From an optimization exercise on the open Yosys and OpenROAD flow, aimed at small area and few clock cycles per item; shortcuts taken in it are not production practice.
Function was not checked in any run shown here: the RTL went through the layout flow alone.

==> flow/design.v, too long to show whole: its modules and the start of the top module <==
// module cmplx_round_sat: 19 lines
// module complex_mult_stream: 3307 lines
// module cm_fa: 10 lines
// module cm_ha: 9 lines
module complex_mult_stream
#(
  parameter int DIN_W  = cmplx_pkg::DIN_W_DEF,
  parameter int DOUT_W = cmplx_pkg::DOUT_W_DEF,
  parameter int SHIFT  = cmplx_pkg::SHIFT_DEF,
  parameter int TAG_W  = cmplx_pkg::TAG_W_DEF
) (
  input  logic                     i_clk,
  input  logic                     i_rst,
  input  logic                     i_valid,
  output logic                     o_ready,
  input  logic signed [DIN_W-1:0]  i_real_h,
  input  logic signed [DIN_W-1:0]  i_imag_h,
  input  logic signed [DIN_W-1:0]  i_real_y,
  input  logic signed [DIN_W-1:0]  i_imag_y,
  input  logic                     i_conj,
  input  logic [TAG_W-1:0]         i_tag,
  output logic                     o_valid,
  input  logic                     i_ready,
  output logic signed [DOUT_W-1:0] o_real,
  output logic signed [DOUT_W-1:0] o_imag,
  output logic [TAG_W-1:0]         o_tag,
  output logic                     o_ovf
);
  // ...
==> flow/flow/run.sh <==
#!/bin/bash
# The standard layout (standard.sh), except that the port buffers that
# buffer_ports inserts are buf_2 cells rather than the resizer's default pick.
set -o pipefail
export BUFFER_PORTS_ARGS="-buffer_cell sky130_fd_sc_hd__buf_2"
bash standard.sh > standard.log 2>&1
==> flow/standard.sh <==
#!/bin/bash
# synth_recipe.tcl (not shown) runs the flow's synth.tcl, then flattens the netlist and writes it again
# the make line also repeats each setting of config.mk as NAME=value (left out here)
make -C /OpenROAD-flow-scripts/flow DESIGN_CONFIG=/design/flow/config.mk WORK_HOME=/design/flow/orfs CLKGATE_MAP_FILE= SYNTH_SCRIPT=/design/flow/synth_recipe.tcl "${@:-finish}"
==> flow/config.mk <==
export PLATFORM = sky130hd
export DESIGN_NAME = complex_mult_stream
export DESIGN_NICKNAME = complex_mult_stream
export VERILOG_FILES = /design/flow/design.v
export SDC_FILE = /design/flow/constraint.sdc
export NUM_CORES = 4
export LEC_CHECK = 0
export ABC_AREA = 1
export CAP_MARGIN = 20
export CORE_MARGIN = 2
export CORE_UTILIZATION = 65
export PLACE_DENSITY = 0.8
export SLEW_MARGIN = 20
export SYNTH_HIERARCHICAL = 1
==> flow/constraint.sdc <==
create_clock -name core_clock -period 7.5 [get_ports {i_clk}]
set_input_delay 1.5000 -clock core_clock [delete_from_list [all_inputs] [get_ports {i_clk}]]
set_output_delay 1.5000 -clock core_clock [all_outputs]
set_load 0.01 [all_outputs]
==> tab_implementation.tex, run 1 <==
\begin{tabular}{lr}
\hline
Metric & Value \\
\hline
\multicolumn{2}{l}{\textbf{Outcome}} \\
Outcome & no timing/DRC/antenna violations \\
\multicolumn{2}{l}{\textbf{Placed design}} \\
Routability cong. & 1.08 \\
Pre-CTS setup slack & -0.183 ns \\
Number of port buffers & 119 \\
\multicolumn{2}{l}{\textbf{Global route}} \\
Number of global-route vias before repair & 22100 \\
Maximum number of pins on one net before global-route repair & 46 \\
GRT busiest layer & met2 \\
Global routing usage on met3 & 0.134 \\
Remaining Overflow, GRT & 0 \\
Number of antenna violations at the first check in global routing & 3 \\
\multicolumn{2}{l}{\textbf{Floorplan}} \\
Number of tapcells & 461 \\
Total core area & 35500 um2 \\
Num ports & 120 \\
Number of placement rows & 69 \\
\multicolumn{2}{l}{\textbf{Final layout}} \\
Inverter count & 144 \\
Filler instances & 2594 \\
Biggest registers after layout & q\_im (18), q\_re (18), o\_tag (8) \\
Footprint of the flip-flops and latches & 1340 um2 \\
Multi-In Gates & 1986 \\
Layout overhead on the synthesized area & 12.1\% \\
\multicolumn{2}{l}{\textbf{Detailed routing}} \\
Post-detailed-routing wire length & 83.2 mm \\
Iteration-0 DRC Markers & 2072 \\
Routed vias & 20700 \\
Routed met1 length & 30.3 mm \\
Residual DRC & 0 \\
Routed len/inst & 27.3 um \\
\multicolumn{2}{l}{\textbf{Clock network}} \\
CTS clk-pin slew, worst paths & 0.07 ns \\
Source-to-sink clock delay at the later pin of the worst-skew pair & 0.31 ns \\
\multicolumn{2}{l}{\textbf{Critical path}} \\
Worst flop-to-flop path startpoint & o\_valid\$\_SDFFE\_PP0P\_ \\
Top delay family on crit path & adder cells \\
Category of the worst setup path capture point & flip-flop \\
Data required time at the worst endpoint & 7.55 ns \\
Sum of buffers and inverters on the critical path & 4 \\
R2R cell count & 2 \\
\multicolumn{2}{l}{\textbf{Synth}} \\
Distinct cells, synth & 34 \\
Sequential share of the synthesized area & 0.0573 \\
Gate count after technology mapping & 2422 \\
\multicolumn{2}{l}{\textbf{Timing}} \\
Final Setup Violations & 0 \\
Post-layout minimum cycle time & 7.32 ns \\
Worst Clk Skew & 0.00800 ns \\
\multicolumn{2}{l}{\textbf{Min path}} \\
Hold crit path type & reg -> reg \\
\hline
\end{tabular}
==> run 2: changes to the inputs <==
--- a/flow/design.v
+++ b/flow/design.v
@@ -2891,115 +2891,115 @@
   logic arpp1660;
   logic arpp1661;
   logic arpp1662;
   logic arpp1663;
   logic arpp1664;
   logic arpp1665;
   logic arg1666;
   logic arg1667;
-  logic arg1668;
+  logic arp1668;
   logic arg1669;
-  logic arg1670;
+  logic arp1670;
   logic arg1671;
-  logic arg1672;
-  logic arp1673;
-  logic arg1674;
-  logic arp1675;
-  logic arg1676;
-  logic arp1677;
-  logic arg1678;
-  logic arp1679;
-  logic arg1680;
-  logic arp1681;
-  logic arg1682;
-  logic arp1683;
-  logic arg1684;
-  logic arp1685;
-  logic arg1686;
-  logic arp1687;
-  logic arg1688;
-  logic arp1689;
-  logic arg1690;
-  logic arp1691;
-  logic arg1692;
-  logic arp1693;
-  logic arg1694;
-  logic arp1695;
-  logic arg1696;
+  logic arp1672;
+  logic arg1673;
+  logic arp1674;
+  logic arg1675;
+  logic arp1676;
+  logic arg1677;
+  logic arp1678;
+  logic arg1679;
+  logic arp1680;
+  logic arg1681;
+  logic arp1682;
+  logic arg1683;
+  logic arp1684;
+  logic arg1685;
+  logic arp1686;
+  logic arg1687;
+  logic arp1688;
+  logic arg1689;
+  logic arp1690;
+  logic arg1691;
+  logic arp1692;
+  logic arg1693;
+  logic arp1694;
+  logic arg1695;
+  logic arp1696;
   logic arg1697;
-  logic arp1698;
-  logic arg1699;
-  logic arp1700;
-  logic arg1701;
-  logic arp1702;
-  logic arg1703;
-  logic arp1704;
-  logic arg1705;
-  logic arp1706;
-  logic arg1707;
+  logic arg1698;
+  logic arp1699;
+  logic arg1700;
+  logic arp1701;
+  logic arg1702;
+  logic arp1703;
+  logic arg1704;
+  logic arp1705;
+  logic arg1706;
+  logic arp1707;
   logic arg1708;
   logic arp1709;
   logic arg1710;
   logic arp1711;
   logic arg1712;
   logic arg1713;
-  logic arg1714;
+  logic arp1714;
   logic arg1715;
-  logic arg1716;
+  logic arp1716;
   logic arg1717;
-  logic arg1718;
+  logic arp1718;
   logic arg1719;
   logic arg1720;
-  logic arg1721;
+  logic arp1721;
   logic arg1722;
   logic arg1723;
   logic arg1724;
   logic arg1725;
   logic arg1726;
   logic arg1727;
   logic arg1728;
   logic arg1729;
   logic arg1730;
   logic arg1731;
   logic arg1732;
   logic arg1733;
   logic arg1734;
-  logic arx1735;
-  logic arx1736;
-  logic arx1737;
-  logic arx1738;
-  logic arx1739;
-  logic arx1740;
-  logic arx1741;
-  logic arx1742;
-  logic arx1743;
-  logic arx1744;
-  logic arx1745;
-  logic arx1746;
-  logic arx1747;
-  logic arx1748;
+  logic arg1735;
+  logic arg1736;
+  logic arg1737;
+  logic arg1738;
+  logic arg1739;
+  logic arg1740;
+  logic arg1741;
+  logic arg1742;
+  logic arg1743;
+  logic arg1744;
+  logic arg1745;
+  logic arg1746;
+  logic arg1747;
+  logic arg1748;
   logic arx1749;
   logic arx1750;
   logic arx1751;
   logic arx1752;
-  logic aipp1753;
-  logic aipp1754;
-  logic aipp1755;
-  logic aipp1756;
-  logic aipp1757;
-  logic aipp1758;
-  logic aipp1759;
-  logic aipp1760;
-  logic aipp1761;
-  logic aipp1762;
-  logic aipp1763;
-  logic aipp1764;
-  logic aipp1765;
-  logic aipp1766;
+  logic arx1753;
+  logic arx1754;
+  logic arx1755;
+  logic arx1756;
+  logic arx1757;
+  logic arx1758;
+  logic arx1759;
+  logic arx1760;
+  logic arx1761;
+  logic arx1762;
+  logic arx1763;
+  logic arx1764;
+  logic arx1765;
+  logic arx1766;
   logic aipp1767;
   logic aipp1768;
   logic aipp1769;
   logic aipp1770;
   logic aipp1771;
   logic aipp1772;
   logic aipp1773;
   logic aipp1774;
@@ -3009,103 +3009,131 @@
   logic aipp1778;
   logic aipp1779;
   logic aipp1780;
   logic aipp1781;
   logic aipp1782;
   logic aipp1783;
   logic aipp1784;
   logic aipp1785;
-  logic aig1786;
-  logic aig1787;
-  logic aig1788;
-  logic aig1789;
-  logic aig1790;
-  logic aig1791;
-  logic aig1792;
-  logic aip1793;
-  logic aig1794;
-  logic aip1795;
-  logic aig1796;
-  logic aip1797;
-  logic aig1798;
-  logic aip1799;
+  logic aipp1786;
+  logic aipp1787;
+  logic aipp1788;
+  logic aipp1789;
+  logic aipp1790;
+  logic aipp1791;
+  logic aipp1792;
+  logic aipp1793;
+  logic aipp1794;
+  logic aipp1795;
+  logic aipp1796;
+  logic aipp1797;
+  logic aipp1798;
+  logic aipp1799;
   logic aig1800;
-  logic aip1801;
-  logic aig1802;
-  logic aip1803;
-  logic aig1804;
-  logic aip1805;
-  logic aig1806;
-  logic aip1807;
-  logic aig1808;
-  logic aip1809;
-  logic aig1810;
-  logic aip1811;
-  logic aig1812;
-  logic aip1813;
-  logic aig1814;
-  logic aip1815;
-  logic aig1816;
+  logic aig1801;
+  logic aip1802;
+  logic aig1803;
+  logic aip1804;
+  logic aig1805;
+  logic aip1806;
+  logic aig1807;
+  logic aip1808;
+  logic aig1809;
+  logic aip1810;
+  logic aig1811;
+  logic aip1812;
+  logic aig1813;
+  logic aip1814;
+  logic aig1815;
+  logic aip1816;
   logic aig1817;
   logic aip1818;
   logic aig1819;
   logic aip1820;
   logic aig1821;
   logic aip1822;
   logic aig1823;
   logic aip1824;
   logic aig1825;
   logic aip1826;
   logic aig1827;
-  logic aig1828;
-  logic aip1829;
-  logic aig1830;
-  logic aip1831;
+  logic aip1828;
+  logic aig1829;
+  logic aip1830;
+  logic aig1831;
   logic aig1832;
-  logic aig1833;
+  logic aip1833;
   logic aig1834;
-  logic aig1835;
+  logic aip1835;
   logic aig1836;
-  logic aig1837;
+  logic aip1837;
   logic aig1838;
-  logic aig1839;
+  logic aip1839;
   logic aig1840;
-  logic aig1841;
+  logic aip1841;
   logic aig1842;
-  logic aig1843;
+  logic aip1843;
   logic aig1844;
-  logic aig1845;
+  logic aip1845;
   logic aig1846;
   logic aig1847;
-  logic aig1848;
+  logic aip1848;
   logic aig1849;
-  logic aig1850;
+  logic aip1850;
   logic aig1851;
-  logic aig1852;
+  logic aip1852;
   logic aig1853;
   logic aig1854;
-  logic aix1855;
-  logic aix1856;
-  logic aix1857;
-  logic aix1858;
-  logic aix1859;
-  logic aix1860;
-  logic aix1861;
-  logic aix1862;
-  logic aix1863;
-  logic aix1864;
-  logic aix1865;
-  logic aix1866;
-  logic aix1867;
-  logic aix1868;
-  logic aix1869;
-  logic aix1870;
-  logic aix1871;
-  logic aix1872;
+  logic aip1855;
+  logic aig1856;
+  logic aig1857;
+  logic aig1858;
+  logic aig1859;
+  logic aig1860;
+  logic aig1861;
+  logic aig1862;
+  logic aig1863;
+  logic aig1864;
+  logic aig1865;
+  logic aig1866;
+  logic aig1867;
+  logic aig1868;
+  logic aig1869;
+  logic aig1870;
+  logic aig1871;
+  logic aig1872;
+  logic aig1873;
+  logic aig1874;
+  logic aig1875;
+  logic aig1876;
+  logic aig1877;
+  logic aig1878;
+  logic aig1879;
+  logic aig1880;
+  logic aig1881;
+  logic aig1882;
+  logic aix1883;
+  logic aix1884;
+  logic aix1885;
+  logic aix1886;
+  logic aix1887;
+  logic aix1888;
+  logic aix1889;
+  logic aix1890;
+  logic aix1891;
+  logic aix1892;
+  logic aix1893;
+  logic aix1894;
+  logic aix1895;
+  logic aix1896;
+  logic aix1897;
+  logic aix1898;
+  logic aix1899;
+  logic aix1900;
   assign arpp1633 = s1059 ^ s999;
   assign arpp1634 = s1061 ^ c1060;
   assign arpp1635 = s1063 ^ c1062;
   assign arpp1636 = s1065 ^ c1064;
   assign arpp1637 = s1067 ^ c1066;
   assign arpp1638 = s1069 ^ c1068;
   assign arpp1639 = s1071 ^ c1070;
   assign arpp1640 = s1073 ^ c1072;
@@ -3130,224 +3158,252 @@
   assign arpp1659 = s1111 ^ c1110;
   assign arpp1660 = s1113 ^ c1112;
   assign arpp1661 = s1115 ^ c1114;
   assign arpp1662 = s1117 ^ c1116;
   assign arpp1663 = s1119 ^ c1118;
   assign arpp1664 = c1058 ^ c1120;
   assign arpp1665 = 1'b1 ^ 1'b0;
   assign arg1666 = (s1061 & c1060) | (arpp1634 & (s1059 & s999));
-  assign arg1667 = (s1063 & c1062) | (arpp1635 & arg1666);
-  assign arg1668 = (s1065 & c1064) | (arpp1636 & arg1667);
-  assign arg1669 = (s1067 & c1066) | (arpp1637 & arg1668);
-  assign arg1670 = (s1069 & c1068) | (arpp1638 & arg1669);
-  assign arg1671 = (s1071 & c1070) | (arpp1639 & arg1670);
-  assign arg1672 = (s1075 & c1074) | (arpp1641 & (s1073 & c1072));
-  assign arp1673 = arpp1641 & arpp1640;
-  assign arg1674 = (s1079 & c1078) | (arpp1643 & (s1077 & c1076));
-  assign arp1675 = arpp1643 & arpp1642;
-  assign arg1676 = (s1083 & c1082) | (arpp1645 & (s1081 & c1080));
-  assign arp1677 = arpp1645 & arpp1644;
-  assign arg1678 = (s1087 & c1086) | (arpp1647 & (s1085 & c1084));
-  assign arp1679 = arpp1647 & arpp1646;
-  assign arg1680 = (s1091 & c1090) | (arpp1649 & (s1089 & c1088));
-  assign arp1681 = arpp1649 & arpp1648;
-  assign arg1682 = (s1095 & c1094) | (arpp1651 & (s1093 & c1092));
-  assign arp1683 = arpp1651 & arpp1650;
-  assign arg1684 = (s1099 & c1098) | (arpp1653 & (s1097 & c1096));
-  assign arp1685 = arpp1653 & arpp1652;
-  assign arg1686 = (s1103 & c1102) | (arpp1655 & (s1101 & c1100));
-  assign arp1687 = arpp1655 & arpp1654;
-  assign arg1688 = (s1107 & c1106) | (arpp1657 & (s1105 & c1104));
-  assign arp1689 = arpp1657 & arpp1656;
-  assign arg1690 = (s1111 & c1110) | (arpp1659 & (s1109 & c1108));
-  assign arp1691 = arpp1659 & arpp1658;
-  assign arg1692 = (s1115 & c1114) | (arpp1661 & (s1113 & c1112));
-  assign arp1693 = arpp1661 & arpp1660;
-  assign arg1694 = (s1119 & c1118) | (arpp1663 & (s1117 & c1116));
-  assign arp1695 = arpp1663 & arpp1662;
-  assign arg1696 = arg1672 | (arp1673 & arg1671);
-  assign arg1697 = arg1676 | (arp1677 & arg1674);
-  assign arp1698 = arp1677 & arp1675;
-  assign arg1699 = arg1680 | (arp1681 & arg1678);
-  assign arp1700 = arp1681 & arp1679;
-  assign arg1701 = arg1684 | (arp1685 & arg1682);
-  assign arp1702 = arp1685 & arp1683;
-  assign arg1703 = arg1688 | (arp1689 & arg1686);
-  assign arp1704 = arp1689 & arp1687;
-  assign arg1705 = arg1692 | (arp1693 & arg1690);
-  assign arp1706 = arp1693 & arp1691;
-  assign arg1707 = arg1697 | (arp1698 & arg1696);
-  assign arg1708 = arg1701 | (arp1702 & arg1699);
-  assign arp1709 = arp1702 & arp1700;
-  assign arg1710 = arg1705 | (arp1706 & arg1703);
-  assign arp1711 = arp1706 & arp1704;
-  assign arg1712 = arg1708 | (arp1709 & arg1707);
-  assign arg1713 = arg1710 | (arp1711 & arg1712);
-  assign arg1714 = arg1699 | (arp1700 & arg1707);
-  assign arg1715 = arg1703 | (arp1704 & arg1712);
-  assign arg1716 = arg1674 | (arp1675 & arg1696);
-  assign arg1717 = arg1678 | (arp1679 & arg1707);
-  assign arg1718 = arg1682 | (arp1683 & arg1714);
-  assign arg1719 = arg1686 | (arp1687 & arg1712);
-  assign arg1720 = arg1690 | (arp1691 & arg1715);
-  assign arg1721 = arg1694 | (arp1695 & arg1713);
-  assign arg1722 = (s1073 & c1072) | (arpp1640 & arg1671);
-  assign arg1723 = (s1077 & c1076) | (arpp1642 & arg1696);
-  assign arg1724 = (s1081 & c1080) | (arpp1644 & arg1716);
-  assign arg1725 = (s1085 & c1084) | (arpp1646 & arg1707);
-  assign arg1726 = (s1089 & c1088) | (arpp1648 & arg1717);
-  assign arg1727 = (s1093 & c1092) | (arpp1650 & arg1714);
-  assign arg1728 = (s1097 & c1096) | (arpp1652 & arg1718);
-  assign arg1729 = (s1101 & c1100) | (arpp1654 & arg1712);
-  assign arg1730 = (s1105 & c1104) | (arpp1656 & arg1719);
-  assign arg1731 = (s1109 & c1108) | (arpp1658 & arg1715);
-  assign arg1732 = (s1113 & c1112) | (arpp1660 & arg1720);
-  assign arg1733 = (s1117 & c1116) | (arpp1662 & arg1713);
-  assign arg1734 = (c1058 & c1120) | (arpp1664 & arg1721);
-  assign arx1735 = arpp1648 ^ arg1717;
-  assign arx1736 = arpp1649 ^ arg1726;
-  assign arx1737 = arpp1650 ^ arg1714;
-  assign arx1738 = arpp1651 ^ arg1727;
-  assign arx1739 = arpp1652 ^ arg1718;
-  assign arx1740 = arpp1653 ^ arg1728;
-  assign arx1741 = arpp1654 ^ arg1712;
-  assign arx1742 = arpp1655 ^ arg1729;
-  assign arx1743 = arpp1656 ^ arg1719;
-  assign arx1744 = arpp1657 ^ arg1730;
-  assign arx1745 = arpp1658 ^ arg1715;
-  assign arx1746 = arpp1659 ^ arg1731;
-  assign arx1747 = arpp1660 ^ arg1720;
-  assign arx1748 = arpp1661 ^ arg1732;
-  assign arx1749 = arpp1662 ^ arg1713;
-  assign arx1750 = arpp1663 ^ arg1733;
-  assign arx1751 = arpp1664 ^ arg1721;
-  assign arx1752 = arpp1665 ^ arg1734;
-  assign aipp1753 = s1571 ^ s1511;
-  assign aipp1754 = s1573 ^ c1572;
-  assign aipp1755 = s1575 ^ c1574;
-  assign aipp1756 = s1577 ^ c1576;
-  assign aipp1757 = s1579 ^ c1578;
-  assign aipp1758 = s1581 ^ c1580;
-  assign aipp1759 = s1583 ^ c1582;
-  assign aipp1760 = s1585 ^ c1584;
-  assign aipp1761 = s1587 ^ c1586;
-  assign aipp1762 = s1589 ^ c1588;
-  assign aipp1763 = s1591 ^ c1590;
-  assign aipp1764 = s1593 ^ c1592;
-  assign aipp1765 = s1595 ^ c1594;
-  assign aipp1766 = s1597 ^ c1596;
-  assign aipp1767 = s1599 ^ c1598;
-  assign aipp1768 = s1601 ^ c1600;
-  assign aipp1769 = s1603 ^ c1602;
-  assign aipp1770 = s1605 ^ c1604;
-  assign aipp1771 = s1607 ^ c1606;
-  assign aipp1772 = s1609 ^ c1608;
-  assign aipp1773 = s1611 ^ c1610;
-  assign aipp1774 = s1613 ^ c1612;
-  assign aipp1775 = s1615 ^ c1614;
-  assign aipp1776 = s1617 ^ c1616;
-  assign aipp1777 = s1619 ^ c1618;
-  assign aipp1778 = s1621 ^ c1620;
-  assign aipp1779 = s1623 ^ c1622;
-  assign aipp1780 = s1625 ^ c1624;
-  assign aipp1781 = s1627 ^ c1626;
-  assign aipp1782 = s1629 ^ c1628;
-  assign aipp1783 = s1631 ^ c1630;
-  assign aipp1784 = c1570 ^ c1632;
-  assign aipp1785 = 1'b1 ^ 1'b0;
-  assign aig1786 = (s1573 & c1572) | (aipp1754 & (s1571 & s1511));
-  assign aig1787 = (s1575 & c1574) | (aipp1755 & aig1786);
-  assign aig1788 = (s1577 & c1576) | (aipp1756 & aig1787);
-  assign aig1789 = (s1579 & c1578) | (aipp1757 & aig1788);
-  assign aig1790 = (s1581 & c1580) | (aipp1758 & aig1789);
-  assign aig1791 = (s1583 & c1582) | (aipp1759 & aig1790);
-  assign aig1792 = (s1587 & c1586) | (aipp1761 & (s1585 & c1584));
-  assign aip1793 = aipp1761 & aipp1760;
-  assign aig1794 = (s1591 & c1590) | (aipp1763 & (s1589 & c1588));
-  assign aip1795 = aipp1763 & aipp1762;
-  assign aig1796 = (s1595 & c1594) | (aipp1765 & (s1593 & c1592));
-  assign aip1797 = aipp1765 & aipp1764;
-  assign aig1798 = (s1599 & c1598) | (aipp1767 & (s1597 & c1596));
-  assign aip1799 = aipp1767 & aipp1766;
-  assign aig1800 = (s1603 & c1602) | (aipp1769 & (s1601 & c1600));
-  assign aip1801 = aipp1769 & aipp1768;
-  assign aig1802 = (s1607 & c1606) | (aipp1771 & (s1605 & c1604));
-  assign aip1803 = aipp1771 & aipp1770;
-  assign aig1804 = (s1611 & c1610) | (aipp1773 & (s1609 & c1608));
-  assign aip1805 = aipp1773 & aipp1772;
-  assign aig1806 = (s1615 & c1614) | (aipp1775 & (s1613 & c1612));
-  assign aip1807 = aipp1775 & aipp1774;
-  assign aig1808 = (s1619 & c1618) | (aipp1777 & (s1617 & c1616));
-  assign aip1809 = aipp1777 & aipp1776;
-  assign aig1810 = (s1623 & c1622) | (aipp1779 & (s1621 & c1620));
-  assign aip1811 = aipp1779 & aipp1778;
-  assign aig1812 = (s1627 & c1626) | (aipp1781 & (s1625 & c1624));
-  assign aip1813 = aipp1781 & aipp1780;
-  assign aig1814 = (s1631 & c1630) | (aipp1783 & (s1629 & c1628));
-  assign aip1815 = aipp1783 & aipp1782;
-  assign aig1816 = aig1792 | (aip1793 & aig1791);
-  assign aig1817 = aig1796 | (aip1797 & aig1794);
-  assign aip1818 = aip1797 & aip1795;
-  assign aig1819 = aig1800 | (aip1801 & aig1798);
-  assign aip1820 = aip1801 & aip1799;
-  assign aig1821 = aig1804 | (aip1805 & aig1802);
-  assign aip1822 = aip1805 & aip1803;
-  assign aig1823 = aig1808 | (aip1809 & aig1806);
-  assign aip1824 = aip1809 & aip1807;
-  assign aig1825 = aig1812 | (aip1813 & aig1810);
-  assign aip1826 = aip1813 & aip1811;
-  assign aig1827 = aig1817 | (aip1818 & aig1816);
-  assign aig1828 = aig1821 | (aip1822 & aig1819);
-  assign aip1829 = aip1822 & aip1820;
-  assign aig1830 = aig1825 | (aip1826 & aig1823);
-  assign aip1831 = aip1826 & aip1824;
-  assign aig1832 = aig1828 | (aip1829 & aig1827);
-  assign aig1833 = aig1830 | (aip1831 & aig1832);
-  assign aig1834 = aig1819 | (aip1820 & aig1827);
-  assign aig1835 = aig1823 | (aip1824 & aig1832);
-  assign aig1836 = aig1794 | (aip1795 & aig1816);
-  assign aig1837 = aig1798 | (aip1799 & aig1827);
-  assign aig1838 = aig1802 | (aip1803 & aig1834);
-  assign aig1839 = aig1806 | (aip1807 & aig1832);
-  assign aig1840 = aig1810 | (aip1811 & aig1835);
-  assign aig1841 = aig1814 | (aip1815 & aig1833);
-  assign aig1842 = (s1585 & c1584) | (aipp1760 & aig1791);
-  assign aig1843 = (s1589 & c1588) | (aipp1762 & aig1816);
-  assign aig1844 = (s1593 & c1592) | (aipp1764 & aig1836);
-  assign aig1845 = (s1597 & c1596) | (aipp1766 & aig1827);
-  assign aig1846 = (s1601 & c1600) | (aipp1768 & aig1837);
-  assign aig1847 = (s1605 & c1604) | (aipp1770 & aig1834);
-  assign aig1848 = (s1609 & c1608) | (aipp1772 & aig1838);
-  assign aig1849 = (s1613 & c1612) | (aipp1774 & aig1832);
-  assign aig1850 = (s1617 & c1616) | (aipp1776 & aig1839);
-  assign aig1851 = (s1621 & c1620) | (aipp1778 & aig1835);
-  assign aig1852 = (s1625 & c1624) | (aipp1780 & aig1840);
-  assign aig1853 = (s1629 & c1628) | (aipp1782 & aig1833);
-  assign aig1854 = (c1570 & c1632) | (aipp1784 & aig1841);
-  assign aix1855 = aipp1768 ^ aig1837;
-  assign aix1856 = aipp1769 ^ aig1846;
-  assign aix1857 = aipp1770 ^ aig1834;
-  assign aix1858 = aipp1771 ^ aig1847;
-  assign aix1859 = aipp1772 ^ aig1838;
-  assign aix1860 = aipp1773 ^ aig1848;
-  assign aix1861 = aipp1774 ^ aig1832;
-  assign aix1862 = aipp1775 ^ aig1849;
-  assign aix1863 = aipp1776 ^ aig1839;
-  assign aix1864 = aipp1777 ^ aig1850;
-  assign aix1865 = aipp1778 ^ aig1835;
-  assign aix1866 = aipp1779 ^ aig1851;
-  assign aix1867 = aipp1780 ^ aig1840;
-  assign aix1868 = aipp1781 ^ aig1852;
-  assign aix1869 = aipp1782 ^ aig1833;
-  assign aix1870 = aipp1783 ^ aig1853;
-  assign aix1871 = aipp1784 ^ aig1841;
-  assign aix1872 = aipp1785 ^ aig1854;
-  assign re_x[32:15] = {arx1752, arx1751, arx1750, arx1749, arx1748, arx1747, arx1746, arx1745, arx1744, arx1743, arx1742, arx1741, arx1740, arx1739, arx1738, arx1737, arx1736, arx1735};
-  assign im_x[32:15] = {aix1872, aix1871, aix1870, aix1869, aix1868, aix1867, aix1866, aix1865, aix1864, aix1863, aix1862, aix1861, aix1860, aix1859, aix1858, aix1857, aix1856, aix1855};
+  assign arg1667 = (s1065 & c1064) | (arpp1636 & (s1063 & c1062));
+  assign arp1668 = arpp1636 & arpp1635;
+  assign arg1669 = (s1069 & c1068) | (arpp1638 & (s1067 & c1066));
+  assign arp1670 = arpp1638 & arpp1637;
+  assign arg1671 = (s1073 & c1072) | (arpp1640 & (s1071 & c1070));
+  assign arp1672 = arpp1640 & arpp1639;
+  assign arg1673 = (s1077 & c1076) | (arpp1642 & (s1075 & c1074));
+  assign arp1674 = arpp1642 & arpp1641;
+  assign arg1675 = (s1081 & c1080) | (arpp1644 & (s1079 & c1078));
+  assign arp1676 = arpp1644 & arpp1643;
+  assign arg1677 = (s1085 & c1084) | (arpp1646 & (s1083 & c1082));
+  assign arp1678 = arpp1646 & arpp1645;
+  assign arg1679 = (s1089 & c1088) | (arpp1648 & (s1087 & c1086));
+  assign arp1680 = arpp1648 & arpp1647;
+  assign arg1681 = (s1093 & c1092) | (arpp1650 & (s1091 & c1090));
+  assign arp1682 = arpp1650 & arpp1649;
+  assign arg1683 = (s1097 & c1096) | (arpp1652 & (s1095 & c1094));
+  assign arp1684 = arpp1652 & arpp1651;
+  assign arg1685 = (s1101 & c1100) | (arpp1654 & (s1099 & c1098));
+  assign arp1686 = arpp1654 & arpp1653;
+  assign arg1687 = (s1105 & c1104) | (arpp1656 & (s1103 & c1102));
+  assign arp1688 = arpp1656 & arpp1655;
+  assign arg1689 = (s1109 & c1108) | (arpp1658 & (s1107 & c1106));
+  assign arp1690 = arpp1658 & arpp1657;
+  assign arg1691 = (s1113 & c1112) | (arpp1660 & (s1111 & c1110));
+  assign arp1692 = arpp1660 & arpp1659;
+  assign arg1693 = (s1117 & c1116) | (arpp1662 & (s1115 & c1114));
+  assign arp1694 = arpp1662 & arpp1661;
+  assign arg1695 = (c1058 & c1120) | (arpp1664 & (s1119 & c1118));
+  assign arp1696 = arpp1664 & arpp1663;
+  assign arg1697 = arg1667 | (arp1668 & arg1666);
+  assign arg1698 = arg1671 | (arp1672 & arg1669);
+  assign arp1699 = arp1672 & arp1670;
+  assign arg1700 = arg1675 | (arp1676 & arg1673);
+  assign arp1701 = arp1676 & arp1674;
+  assign arg1702 = arg1679 | (arp1680 & arg1677);
+  assign arp1703 = arp1680 & arp1678;
+  assign arg1704 = arg1683 | (arp1684 & arg1681);
+  assign arp1705 = arp1684 & arp1682;
+  assign arg1706 = arg1687 | (arp1688 & arg1685);
+  assign arp1707 = arp1688 & arp1686;
+  assign arg1708 = arg1691 | (arp1692 & arg1689);
+  assign arp1709 = arp1692 & arp1690;
+  assign arg1710 = arg1695 | (arp1696 & arg1693);
+  assign arp1711 = arp1696 & arp1694;
+  assign arg1712 = arg1698 | (arp1699 & arg1697);
+  assign arg1713 = arg1702 | (arp1703 & arg1700);
+  assign arp1714 = arp1703 & arp1701;
+  assign arg1715 = arg1706 | (arp1707 & arg1704);
+  assign arp1716 = arp1707 & arp1705;
+  assign arg1717 = arg1710 | (arp1711 & arg1708);
+  assign arp1718 = arp1711 & arp1709;
+  assign arg1719 = arg1713 | (arp1714 & arg1712);
+  assign arg1720 = arg1717 | (arp1718 & arg1715);
+  assign arp1721 = arp1718 & arp1716;
+  assign arg1722 = arg1720 | (arp1721 & arg1719);
+  assign arg1723 = arg1715 | (arp1716 & arg1719);
+  assign arg1724 = arg1700 | (arp1701 & arg1712);
+  assign arg1725 = arg1704 | (arp1705 & arg1719);
+  assign arg1726 = arg1708 | (arp1709 & arg1723);
+  assign arg1727 = arg1669 | (arp1670 & arg1697);
+  assign arg1728 = arg1673 | (arp1674 & arg1712);
+  assign arg1729 = arg1677 | (arp1678 & arg1724);
+  assign arg1730 = arg1681 | (arp1682 & arg1719);
+  assign arg1731 = arg1685 | (arp1686 & arg1725);
+  assign arg1732 = arg1689 | (arp1690 & arg1723);
+  assign arg1733 = arg1693 | (arp1694 & arg1726);
+  assign arg1734 = (s1063 & c1062) | (arpp1635 & arg1666);
+  assign arg1735 = (s1067 & c1066) | (arpp1637 & arg1697);
+  assign arg1736 = (s1071 & c1070) | (arpp1639 & arg1727);
+  assign arg1737 = (s1075 & c1074) | (arpp1641 & arg1712);
+  assign arg1738 = (s1079 & c1078) | (arpp1643 & arg1728);
+  assign arg1739 = (s1083 & c1082) | (arpp1645 & arg1724);
+  assign arg1740 = (s1087 & c1086) | (arpp1647 & arg1729);
+  assign arg1741 = (s1091 & c1090) | (arpp1649 & arg1719);
+  assign arg1742 = (s1095 & c1094) | (arpp1651 & arg1730);
+  assign arg1743 = (s1099 & c1098) | (arpp1653 & arg1725);
+  assign arg1744 = (s1103 & c1102) | (arpp1655 & arg1731);
+  assign arg1745 = (s1107 & c1106) | (arpp1657 & arg1723);
+  assign arg1746 = (s1111 & c1110) | (arpp1659 & arg1732);
+  assign arg1747 = (s1115 & c1114) | (arpp1661 & arg1726);
+  assign arg1748 = (s1119 & c1118) | (arpp1663 & arg1733);
+  assign arx1749 = arpp1648 ^ arg1740;
+  assign arx1750 = arpp1649 ^ arg1719;
+  assign arx1751 = arpp1650 ^ arg1741;
+  assign arx1752 = arpp1651 ^ arg1730;
+  assign arx1753 = arpp1652 ^ arg1742;
+  assign arx1754 = arpp1653 ^ arg1725;
+  assign arx1755 = arpp1654 ^ arg1743;
+  assign arx1756 = arpp1655 ^ arg1731;
+  assign arx1757 = arpp1656 ^ arg1744;
+  assign arx1758 = arpp1657 ^ arg1723;
+  assign arx1759 = arpp1658 ^ arg1745;
+  assign arx1760 = arpp1659 ^ arg1732;
+  assign arx1761 = arpp1660 ^ arg1746;
+  assign arx1762 = arpp1661 ^ arg1726;
+  assign arx1763 = arpp1662 ^ arg1747;
+  assign arx1764 = arpp1663 ^ arg1733;
+  assign arx1765 = arpp1664 ^ arg1748;
+  assign arx1766 = arpp1665 ^ arg1722;
+  assign aipp1767 = s1571 ^ s1511;
+  assign aipp1768 = s1573 ^ c1572;
+  assign aipp1769 = s1575 ^ c1574;
+  assign aipp1770 = s1577 ^ c1576;
+  assign aipp1771 = s1579 ^ c1578;
+  assign aipp1772 = s1581 ^ c1580;
+  assign aipp1773 = s1583 ^ c1582;
+  assign aipp1774 = s1585 ^ c1584;
+  assign aipp1775 = s1587 ^ c1586;
+  assign aipp1776 = s1589 ^ c1588;
+  assign aipp1777 = s1591 ^ c1590;
+  assign aipp1778 = s1593 ^ c1592;
+  assign aipp1779 = s1595 ^ c1594;
+  assign aipp1780 = s1597 ^ c1596;
+  assign aipp1781 = s1599 ^ c1598;
+  assign aipp1782 = s1601 ^ c1600;
+  assign aipp1783 = s1603 ^ c1602;
+  assign aipp1784 = s1605 ^ c1604;
+  assign aipp1785 = s1607 ^ c1606;
+  assign aipp1786 = s1609 ^ c1608;
+  assign aipp1787 = s1611 ^ c1610;
+  assign aipp1788 = s1613 ^ c1612;
+  assign aipp1789 = s1615 ^ c1614;
+  assign aipp1790 = s1617 ^ c1616;
+  assign aipp1791 = s1619 ^ c1618;
+  assign aipp1792 = s1621 ^ c1620;
+  assign aipp1793 = s1623 ^ c1622;
+  assign aipp1794 = s1625 ^ c1624;
+  assign aipp1795 = s1627 ^ c1626;
+  assign aipp1796 = s1629 ^ c1628;
+  assign aipp1797 = s1631 ^ c1630;
+  assign aipp1798 = c1570 ^ c1632;
+  assign aipp1799 = 1'b1 ^ 1'b0;
+  assign aig1800 = (s1573 & c1572) | (aipp1768 & (s1571 & s1511));
+  assign aig1801 = (s1577 & c1576) | (aipp1770 & (s1575 & c1574));
+  assign aip1802 = aipp1770 & aipp1769;
+  assign aig1803 = (s1581 & c1580) | (aipp1772 & (s1579 & c1578));
+  assign aip1804 = aipp1772 & aipp1771;
+  assign aig1805 = (s1585 & c1584) | (aipp1774 & (s1583 & c1582));
+  assign aip1806 = aipp1774 & aipp1773;
+  assign aig1807 = (s1589 & c1588) | (aipp1776 & (s1587 & c1586));
+  assign aip1808 = aipp1776 & aipp1775;
+  assign aig1809 = (s1593 & c1592) | (aipp1778 & (s1591 & c1590));
+  assign aip1810 = aipp1778 & aipp1777;
+  assign aig1811 = (s1597 & c1596) | (aipp1780 & (s1595 & c1594));
+  assign aip1812 = aipp1780 & aipp1779;
+  assign aig1813 = (s1601 & c1600) | (aipp1782 & (s1599 & c1598));
+  assign aip1814 = aipp1782 & aipp1781;
+  assign aig1815 = (s1605 & c1604) | (aipp1784 & (s1603 & c1602));
+  assign aip1816 = aipp1784 & aipp1783;
+  assign aig1817 = (s1609 & c1608) | (aipp1786 & (s1607 & c1606));
+  assign aip1818 = aipp1786 & aipp1785;
+  assign aig1819 = (s1613 & c1612) | (aipp1788 & (s1611 & c1610));
+  assign aip1820 = aipp1788 & aipp1787;
+  assign aig1821 = (s1617 & c1616) | (aipp1790 & (s1615 & c1614));
+  assign aip1822 = aipp1790 & aipp1789;
+  assign aig1823 = (s1621 & c1620) | (aipp1792 & (s1619 & c1618));
+  assign aip1824 = aipp1792 & aipp1791;
+  assign aig1825 = (s1625 & c1624) | (aipp1794 & (s1623 & c1622));
+  assign aip1826 = aipp1794 & aipp1793;
+  assign aig1827 = (s1629 & c1628) | (aipp1796 & (s1627 & c1626));
+  assign aip1828 = aipp1796 & aipp1795;
+  assign aig1829 = (c1570 & c1632) | (aipp1798 & (s1631 & c1630));
+  assign aip1830 = aipp1798 & aipp1797;
+  assign aig1831 = aig1801 | (aip1802 & aig1800);
+  assign aig1832 = aig1805 | (aip1806 & aig1803);
+  assign aip1833 = aip1806 & aip1804;
+  assign aig1834 = aig1809 | (aip1810 & aig1807);
+  assign aip1835 = aip1810 & aip1808;
+  assign aig1836 = aig1813 | (aip1814 & aig1811);
+  assign aip1837 = aip1814 & aip1812;
+  assign aig1838 = aig1817 | (aip1818 & aig1815);
+  assign aip1839 = aip1818 & aip1816;
+  assign aig1840 = aig1821 | (aip1822 & aig1819);
+  assign aip1841 = aip1822 & aip1820;
+  assign aig1842 = aig1825 | (aip1826 & aig1823);
+  assign aip1843 = aip1826 & aip1824;
+  assign aig1844 = aig1829 | (aip1830 & aig1827);
+  assign aip1845 = aip1830 & aip1828;
+  assign aig1846 = aig1832 | (aip1833 & aig1831);
+  assign aig1847 = aig1836 | (aip1837 & aig1834);
+  assign aip1848 = aip1837 & aip1835;
+  assign aig1849 = aig1840 | (aip1841 & aig1838);
+  assign aip1850 = aip1841 & aip1839;
+  assign aig1851 = aig1844 | (aip1845 & aig1842);
+  assign aip1852 = aip1845 & aip1843;
+  assign aig1853 = aig1847 | (aip1848 & aig1846);
+  assign aig1854 = aig1851 | (aip1852 & aig1849);
+  assign aip1855 = aip1852 & aip1850;
+  assign aig1856 = aig1854 | (aip1855 & aig1853);
+  assign aig1857 = aig1849 | (aip1850 & aig1853);
+  assign aig1858 = aig1834 | (aip1835 & aig1846);
+  assign aig1859 = aig1838 | (aip1839 & aig1853);
+  assign aig1860 = aig1842 | (aip1843 & aig1857);
+  assign aig1861 = aig1803 | (aip1804 & aig1831);
+  assign aig1862 = aig1807 | (aip1808 & aig1846);
+  assign aig1863 = aig1811 | (aip1812 & aig1858);
+  assign aig1864 = aig1815 | (aip1816 & aig1853);
+  assign aig1865 = aig1819 | (aip1820 & aig1859);
+  assign aig1866 = aig1823 | (aip1824 & aig1857);
+  assign aig1867 = aig1827 | (aip1828 & aig1860);
+  assign aig1868 = (s1575 & c1574) | (aipp1769 & aig1800);
+  assign aig1869 = (s1579 & c1578) | (aipp1771 & aig1831);
+  assign aig1870 = (s1583 & c1582) | (aipp1773 & aig1861);
+  assign aig1871 = (s1587 & c1586) | (aipp1775 & aig1846);
+  assign aig1872 = (s1591 & c1590) | (aipp1777 & aig1862);
+  assign aig1873 = (s1595 & c1594) | (aipp1779 & aig1858);
+  assign aig1874 = (s1599 & c1598) | (aipp1781 & aig1863);
+  assign aig1875 = (s1603 & c1602) | (aipp1783 & aig1853);
+  assign aig1876 = (s1607 & c1606) | (aipp1785 & aig1864);
+  assign aig1877 = (s1611 & c1610) | (aipp1787 & aig1859);
+  assign aig1878 = (s1615 & c1614) | (aipp1789 & aig1865);
+  assign aig1879 = (s1619 & c1618) | (aipp1791 & aig1857);
+  assign aig1880 = (s1623 & c1622) | (aipp1793 & aig1866);
+  assign aig1881 = (s1627 & c1626) | (aipp1795 & aig1860);
+  assign aig1882 = (s1631 & c1630) | (aipp1797 & aig1867);
+  assign aix1883 = aipp1782 ^ aig1874;
+  assign aix1884 = aipp1783 ^ aig1853;
+  assign aix1885 = aipp1784 ^ aig1875;
+  assign aix1886 = aipp1785 ^ aig1864;
+  assign aix1887 = aipp1786 ^ aig1876;
+  assign aix1888 = aipp1787 ^ aig1859;
+  assign aix1889 = aipp1788 ^ aig1877;
+  assign aix1890 = aipp1789 ^ aig1865;
+  assign aix1891 = aipp1790 ^ aig1878;
+  assign aix1892 = aipp1791 ^ aig1857;
+  assign aix1893 = aipp1792 ^ aig1879;
+  assign aix1894 = aipp1793 ^ aig1866;
+  assign aix1895 = aipp1794 ^ aig1880;
+  assign aix1896 = aipp1795 ^ aig1860;
+  assign aix1897 = aipp1796 ^ aig1881;
+  assign aix1898 = aipp1797 ^ aig1867;
+  assign aix1899 = aipp1798 ^ aig1882;
+  assign aix1900 = aipp1799 ^ aig1856;
+  assign re_x[32:15] = {arx1766, arx1765, arx1764, arx1763, arx1762, arx1761, arx1760, arx1759, arx1758, arx1757, arx1756, arx1755, arx1754, arx1753, arx1752, arx1751, arx1750, arx1749};
+  assign im_x[32:15] = {aix1900, aix1899, aix1898, aix1897, aix1896, aix1895, aix1894, aix1893, aix1892, aix1891, aix1890, aix1889, aix1888, aix1887, aix1886, aix1885, aix1884, aix1883};
   assign en      = ~o_valid | i_ready;
   assign o_ready = en;
   always_ff @(posedge i_clk) begin
     if (i_rst)
       o_valid <= 1'b0;
     else if (en)
       o_valid <= i_valid;
   end
==> flow/flow/run.sh (replaced) <==
#!/bin/bash
# The standard layout (standard.sh), except that the port buffers that
# buffer_ports inserts are buf_1 cells rather than the resizer's default pick.
set -o pipefail
export BUFFER_PORTS_ARGS="-buffer_cell sky130_fd_sc_hd__buf_1"
bash standard.sh > standard.log 2>&1
==> flow/config.mk (replaced) <==
export PLATFORM = sky130hd
export DESIGN_NAME = complex_mult_stream
export DESIGN_NICKNAME = complex_mult_stream
export VERILOG_FILES = /design/flow/design.v
export SDC_FILE = /design/flow/constraint.sdc
export NUM_CORES = 4
export LEC_CHECK = 0
export ABC_AREA = 1
export CAP_MARGIN = 20
export CORE_MARGIN = 2
export CORE_UTILIZATION = 60
export PLACE_DENSITY = 0.75
export SLEW_MARGIN = 20
export SYNTH_HIERARCHICAL = 1
==> run 2 against run 1 <==
Still clean. Final cell count up 4.6%. First-iteration DRC count grew 18%. Sequential share of layout area shrank 0.14 points. Synthesized cell count rose by 1.4%. Critical endpoint is now q_im[16]$_DFFE_PP_. Highest routed layer unchanged.
==> tab_implementation.tex, run 2 <==
\begin{tabular}{lr}
\hline
Metric & Value \\
\hline
\multicolumn{2}{l}{\textbf{Critical path}} \\
R2r endpoint & q\_im[0]\$\_DFFE\_PP\_ (was q\_im[2]\$\_DFFE\_PP\_) \\
Worst flop-to-flop path startpoint & o\_valid\$\_SDFFE\_PP0P\_ (unchanged) \\
Largest fanout on the critical path & 8 (was 15) \\
Critical Path AT & 7.40 ns (was 7.38 ns) \\
Register-to-register setup slack & 6.25 ns (was 5.99 ns) \\
Launching element type of the critical path & input pin (unchanged) \\
Class of the most critical setup path & in -> reg (unchanged) \\
R2R cell count & 1 (was 2) \\
Category of the worst setup path capture point & flip-flop (unchanged) \\
Data required time at the worst endpoint & 7.58 ns (was 7.55 ns) \\
\multicolumn{2}{l}{\textbf{Detailed routing}} \\
Iteration-0 DRC Markers & 2451 (was 2072) \\
Routed vias & 21200 (was 20700) \\
Routed len/inst & 27.5 um (was 27.3 um) \\
Remaining antenna violation count & 0 (unchanged) \\
Residual DRC & 0 (unchanged) \\
Detailed-routing iteration count for the pre-antenna-repair pass & 6 (unchanged) \\
Via count normalized by instance count & 6.65 (was 6.80) \\
Post-detailed-routing wire length & 87.6 mm (was 83.2 mm) \\
\multicolumn{2}{l}{\textbf{Global route}} \\
Number of global-route vias before repair & 22200 (was 22100) \\
Remaining Overflow, GRT & 0 (unchanged) \\
Number of antenna violations at the first check in global routing & 2 (was 3) \\
Maximum number of pins on one net before global-route repair & 47 (was 46) \\
Total global routing track utilization & 0.432 (was 0.450) \\
Wire length of the first global-routing pass & 132 mm (was 129 mm) \\
\multicolumn{2}{l}{\textbf{Min path}} \\
Worst hold path endpoint & o\_valid\$\_SDFFE\_PP0P\_ (was q\_re[5]\$\_DFFE\_PP\_) \\
Hold Startpoint & o\_valid\$\_SDFFE\_PP0P\_ (unchanged) \\
Hold crit path type & reg -> reg (unchanged) \\
Worst hold path cell count & 2 (unchanged) \\
\multicolumn{2}{l}{\textbf{Timing}} \\
Final Hold Viols & 0 (unchanged) \\
Final Setup Violations & 0 (unchanged) \\
Max-slew violation count & 0 (unchanged) \\
Final worst hold slack & 1.03 ns (was 1.16 ns) \\
Worst setup slack after layout & 0.178 ns (was 0.176 ns) \\
Total negative slack for setup checks & 0 ns (unchanged) \\
Max frequency & 137 MHz (about the same) \\
Worst Clk Skew & 0.00760 ns (was 0.00800 ns) \\
Max-Slew Margin vs Limit & 0.522 (was 0.406) \\
Transition time at the pin with the least slew margin & 0.717 ns (was 0.882 ns) \\
Final critical-path share of the clock period & 0.976 (was 0.977) \\
Post-layout minimum cycle time & 7.32 ns (about the same) \\
\multicolumn{2}{l}{\textbf{Synth}} \\
Top FF cell, synth & sky130\_fd\_sc\_hd\_\_edfxtp\_1 (unchanged) \\
Syn Std Cell Area & 23600 um2 (was 23400 um2) \\
Net count after synthesis & 3117 (was 3083) \\
Sequential share of the synthesized area & 0.0568 (was 0.0573) \\
Largest cells by area after synthesis & sky130\_fd\_sc\_hd\_\_fa\_1 (40\%), sky130\_fd\_sc\_hd\_\_xor2\_1 (20\%), sky130\_fd\_sc\_hd\_\_o22ai\_1 (13\%) (unchanged) \\
Gate count after technology mapping & 2456 (was 2422) \\
Fraction of registers with async set/reset & 0 (unchanged) \\
Number of register bits inferred by synthesis & 45 (unchanged) \\
Avg Cell Area, Syn & 9.61 um2 (was 9.67 um2) \\
Most instantiated cells after synthesis & sky130\_fd\_sc\_hd\_\_xor2\_1 (536), sky130\_fd\_sc\_hd\_\_o22ai\_1 (478), sky130\_fd\_sc\_hd\_\_fa\_1 (470), sky130\_fd\_sc\_hd\_\_nand2\_1 (188), sky130\_fd\_sc\_hd\_\_inv\_1 (145) (was sky130\_fd\_sc\_hd\_\_xor2\_1 (540), sky130\_fd\_sc\_hd\_\_o22ai\_1 (478), sky130\_fd\_sc\_hd\_\_fa\_1 (472), sky130\_fd\_sc\_hd\_\_nand2\_1 (197), sky130\_fd\_sc\_hd\_\_clkbuf\_1 (161)) \\
Most common cell in the synthesized netlist & sky130\_fd\_sc\_hd\_\_xor2\_1 (unchanged) \\
EDFF count, synth & 44 (unchanged) \\
Yosys warnings & 7 (unchanged) \\
Area fraction of the dominant cell type after synthesis & 0.399 (was 0.404) \\
Distinct cells, synth & 33 (was 34) \\
Cell type with the highest aggregate area in the netlist & sky130\_fd\_sc\_hd\_\_fa\_1 (unchanged) \\
\multicolumn{2}{l}{\textbf{Placed design}} \\
DP Wirelength & 69.5 mm (was 66.7 mm) \\
Routability cong. & 1.02 (was 1.08) \\
Number of port buffers & 119 (unchanged) \\
Pre-CTS setup slack & -0.427 ns (was -0.183 ns) \\
\multicolumn{2}{l}{\textbf{Clock network}} \\
Total number of H-tree levels & 2 (unchanged) \\
Sinks on Clock Net & 45 (unchanged) \\
Maximum buffer depth of the clock tree & 2 (unchanged) \\
Num CTS Buffers & 5 (unchanged) \\
Root Buffer & sky130\_fd\_sc\_hd\_\_clkbuf\_16 (unchanged) \\
CTS clk-pin slew, worst paths & 0.08 ns (was 0.07 ns) \\
Source-to-sink clock delay at the later pin of the worst-skew pair & 0.32 ns (was 0.31 ns) \\
Cts-stage hold buffer count & 0 (unchanged) \\
TritonCTS clock tree & built (unchanged) \\
\multicolumn{2}{l}{\textbf{Floorplan}} \\
Die width & 202 um (was 194 um) \\
Total Die Area & 40900 um2 (was 37600 um2) \\
Num ports & 120 (unchanged) \\
Number of placement rows & 72 (was 69) \\
Total core area & 38700 um2 (was 35500 um2) \\
Height of the die & 202 um (was 194 um) \\
Starting Density & 0.609 (was 0.660) \\
\multicolumn{2}{l}{\textbf{Outcome}} \\
Outcome & no timing/DRC/antenna violations (unchanged) \\
\multicolumn{2}{l}{\textbf{Final layout}} \\
Commonest cells after routing, fill and taps aside & sky130\_fd\_sc\_hd\_\_xor2\_1 (535), sky130\_fd\_sc\_hd\_\_o22ai\_1 (470), sky130\_fd\_sc\_hd\_\_fa\_1 (452) (was sky130\_fd\_sc\_hd\_\_xor2\_1 (540), sky130\_fd\_sc\_hd\_\_o22ai\_1 (477), sky130\_fd\_sc\_hd\_\_fa\_1 (468)) \\
Net count, final & 3326 (was 3243) \\
Layout overhead on the synthesized area & 14.3\% (was 12.1\%) \\
Leading cell type in the layout, fill and taps excluded & sky130\_fd\_sc\_hd\_\_xor2\_1 (unchanged) \\
Filler instances & 2974 (was 2594) \\
Biggest registers after layout & q\_im (18), q\_re (18), o\_tag (8) (unchanged) \\
Layout cell share with drive strength beyond 1 & 0.164 (was 0.182) \\
\multicolumn{2}{l}{\textbf{Job}} \\
Max Cap Viol & 0 (unchanged) \\
\hline
\end{tabular}
==> run 2: cell count changes after synthesis, moves of 7 or more <==
cell	before	now
sky130_fd_sc_hd__clkbuf_1	161	114
sky130_fd_sc_hd__nand2_2	14	0
sky130_fd_sc_hd__buf_2	53	90
sky130_fd_sc_hd__buf_1	15	25
sky130_fd_sc_hd__nand2_1	197	188
sky130_fd_sc_hd__buf_4	10	3
sky130_fd_sc_hd__a21o_1	0	8
sky130_fd_sc_hd__a21oi_1	30	38
sky130_fd_sc_hd__nor2_1	63	77
sky130_fd_sc_hd__inv_1	130	145
==> run 2: logic make-up (layout without fill, tap and decap cells) <==
kind of cell / count (synthesis) / count (layout) / share of synthesized area
adder cells (fa/ha/maj): 584 / 584 / 0.459
other: 0 / 1 / 0
AO/OA/AOI/OAI: 571 / 571 / 0.149
AND/OR/NAND/NOR: 299 / 299 / 0.0498
buffers and inverters: 406 / 616 / 0.0757
flip-flops: 45 / 45 / 0.0568
XOR/XNOR: 551 / 551 / 0.210
==> run 2: modules after synthesis (local to each module, per instance) <==
| module | cell area [um2] | flops+latches | times used |
|---|---|---|---|
| cm_fa | 20.0 | 0 | 454 |
| cm_ha | 12.5 | 0 | 40 |
| complex_mult_stream | 14000 | 45 | 1 |
==> run 2: worst max path at each step <==
stage / to / cells after the start / from / slack (ns)
after floorplan: q_re[16]$_DFFE_PP_ / 25 / i_real_y[7] / 0.23
after global placement: q_re[16]$_DFFE_PP_ / 26 / i_real_y[7] / -0.28
after detailed placement: q_re[16]$_DFFE_PP_ / 25 / i_real_y[9] / -0.43
after CTS: q_re[16]$_DFFE_PP_ / 27 / i_real_y[7] / 0.03
after global routing: q_im[16]$_DFFE_PP_ / 27 / i_real_y[3] / -0.05
final: q_im[16]$_DFFE_PP_ / 24 / i_real_y[10] / 0.18
==> run 2: repair_timing <==
action | in CTS | in global routing
endpoints found under the setup margin | 4 | 26
pin swaps | 1 | 34
gates resized for setup | 5 | 70
setup buffers | 0 | 1
==> run 2: worst max-delay path: stages <==
cell	delay, ns
sky130_fd_sc_hd__buf_1	0.22
sky130_fd_sc_hd__nor2_1	0.12
sky130_fd_sc_hd__buf_4	0.15
sky130_fd_sc_hd__o21ai_2	0.21
sky130_fd_sc_hd__buf_4	0.23
sky130_fd_sc_hd__o22ai_1	0.10
sky130_fd_sc_hd__xor2_1	0.18
sky130_fd_sc_hd__fa_2	0.39
sky130_fd_sc_hd__fa_1	0.49
sky130_fd_sc_hd__fa_1	0.53
sky130_fd_sc_hd__fa_1	0.59
sky130_fd_sc_hd__fa_1	0.45
sky130_fd_sc_hd__fa_1	0.48
sky130_fd_sc_hd__ha_1	0.35
sky130_fd_sc_hd__a21oi_2	0.16
sky130_fd_sc_hd__nand2_2	0.10
sky130_fd_sc_hd__a21oi_2	0.16
sky130_fd_sc_hd__nand2_1	0.11
sky130_fd_sc_hd__nand2_1	0.10
sky130_fd_sc_hd__nand2_1	0.08
sky130_fd_sc_hd__nand2_1	0.06
sky130_fd_sc_hd__nand2_1	0.07
sky130_fd_sc_hd__fa_1	0.38
sky130_fd_sc_hd__xor2_1	0.17
==> run 2: area by class of cell <==
class | count | area [um2] | area share
Timing Repair Buffer | 449 | 3460 | 0.128
Inverter | 159 | 619 | 0.0230
Clock buffer | 5 | 125 | 0.00464
Tap cell | 518 | 648 | 0.0240
Sequential cell | 45 | 1340 | 0.0497
Multi-Input combinational cell | 2005 | 20800 | 0.769
Antenna cell | 1 | 2.50 | 0.0000928
Clock inverter | 3 | 25.0 | 0.000928
==> run 2: metrics by stage <==
stage,util,cells,area [um2]
after floorplan,-,2456,23600
after global placement,0.685,3175,26600
after detailed placement,0.685,3175,26600
after CTS,0.690,3183,26700
after global routing,0.696,3184,27000
final,0.696,3185,27000
==> run 2: layer usage <==
metal / vias to the layer above / part of all wire / wire length (um) / global-route usage
met5: - / 0.00013 / 11 / 0
met4: 2 / 0.062 / 5430 / 0.220
met3: 357 / 0.11 / 9300 / 0.0903
met2: 1606 / 0.46 / 40400 / 0.688
met1: 10500 / 0.37 / 32400 / 0.561
li1: 8711 / - / - / -

==> separate check: timing with driven ports <==
The results above use ideal ports. As a check the final layouts listed here were re-extracted and re-timed, cells and wires unchanged.
Step 1 sets driving cells, clkbuf_16 on the clock port and buf_2 on the other inputs (assumed; they add their load-dependent delay and slew).
Step 2 moves the port delays by t, midway between the first and last clock arrival at a register: inputs arrive t later, outputs are due t later. That takes back most of the time a late clock gives input paths.
Slacks: ideal ports / drivers / drivers and shift; pairs: ideal ports / drivers.
run | shift t [ns] | setup slack, ns | worst hold slack (ns) | worst setup path after step 2
run 1 | 0.359 | 0.176 / 0.206 / -0.153 | 1.156 / 1.156 / 1.156 | input to register
run 2 | 0.371 | 0.178 / 0.197 / -0.174 | 1.030 / 1.030 / 1.030 | input to register
With both steps, setup timing fails in run 1 and run 2, where it was met with ideal ports. For run 2, which loses most, drivers alone change the setup slack by +0.019 ns; drivers and shift together by -0.352 ns.
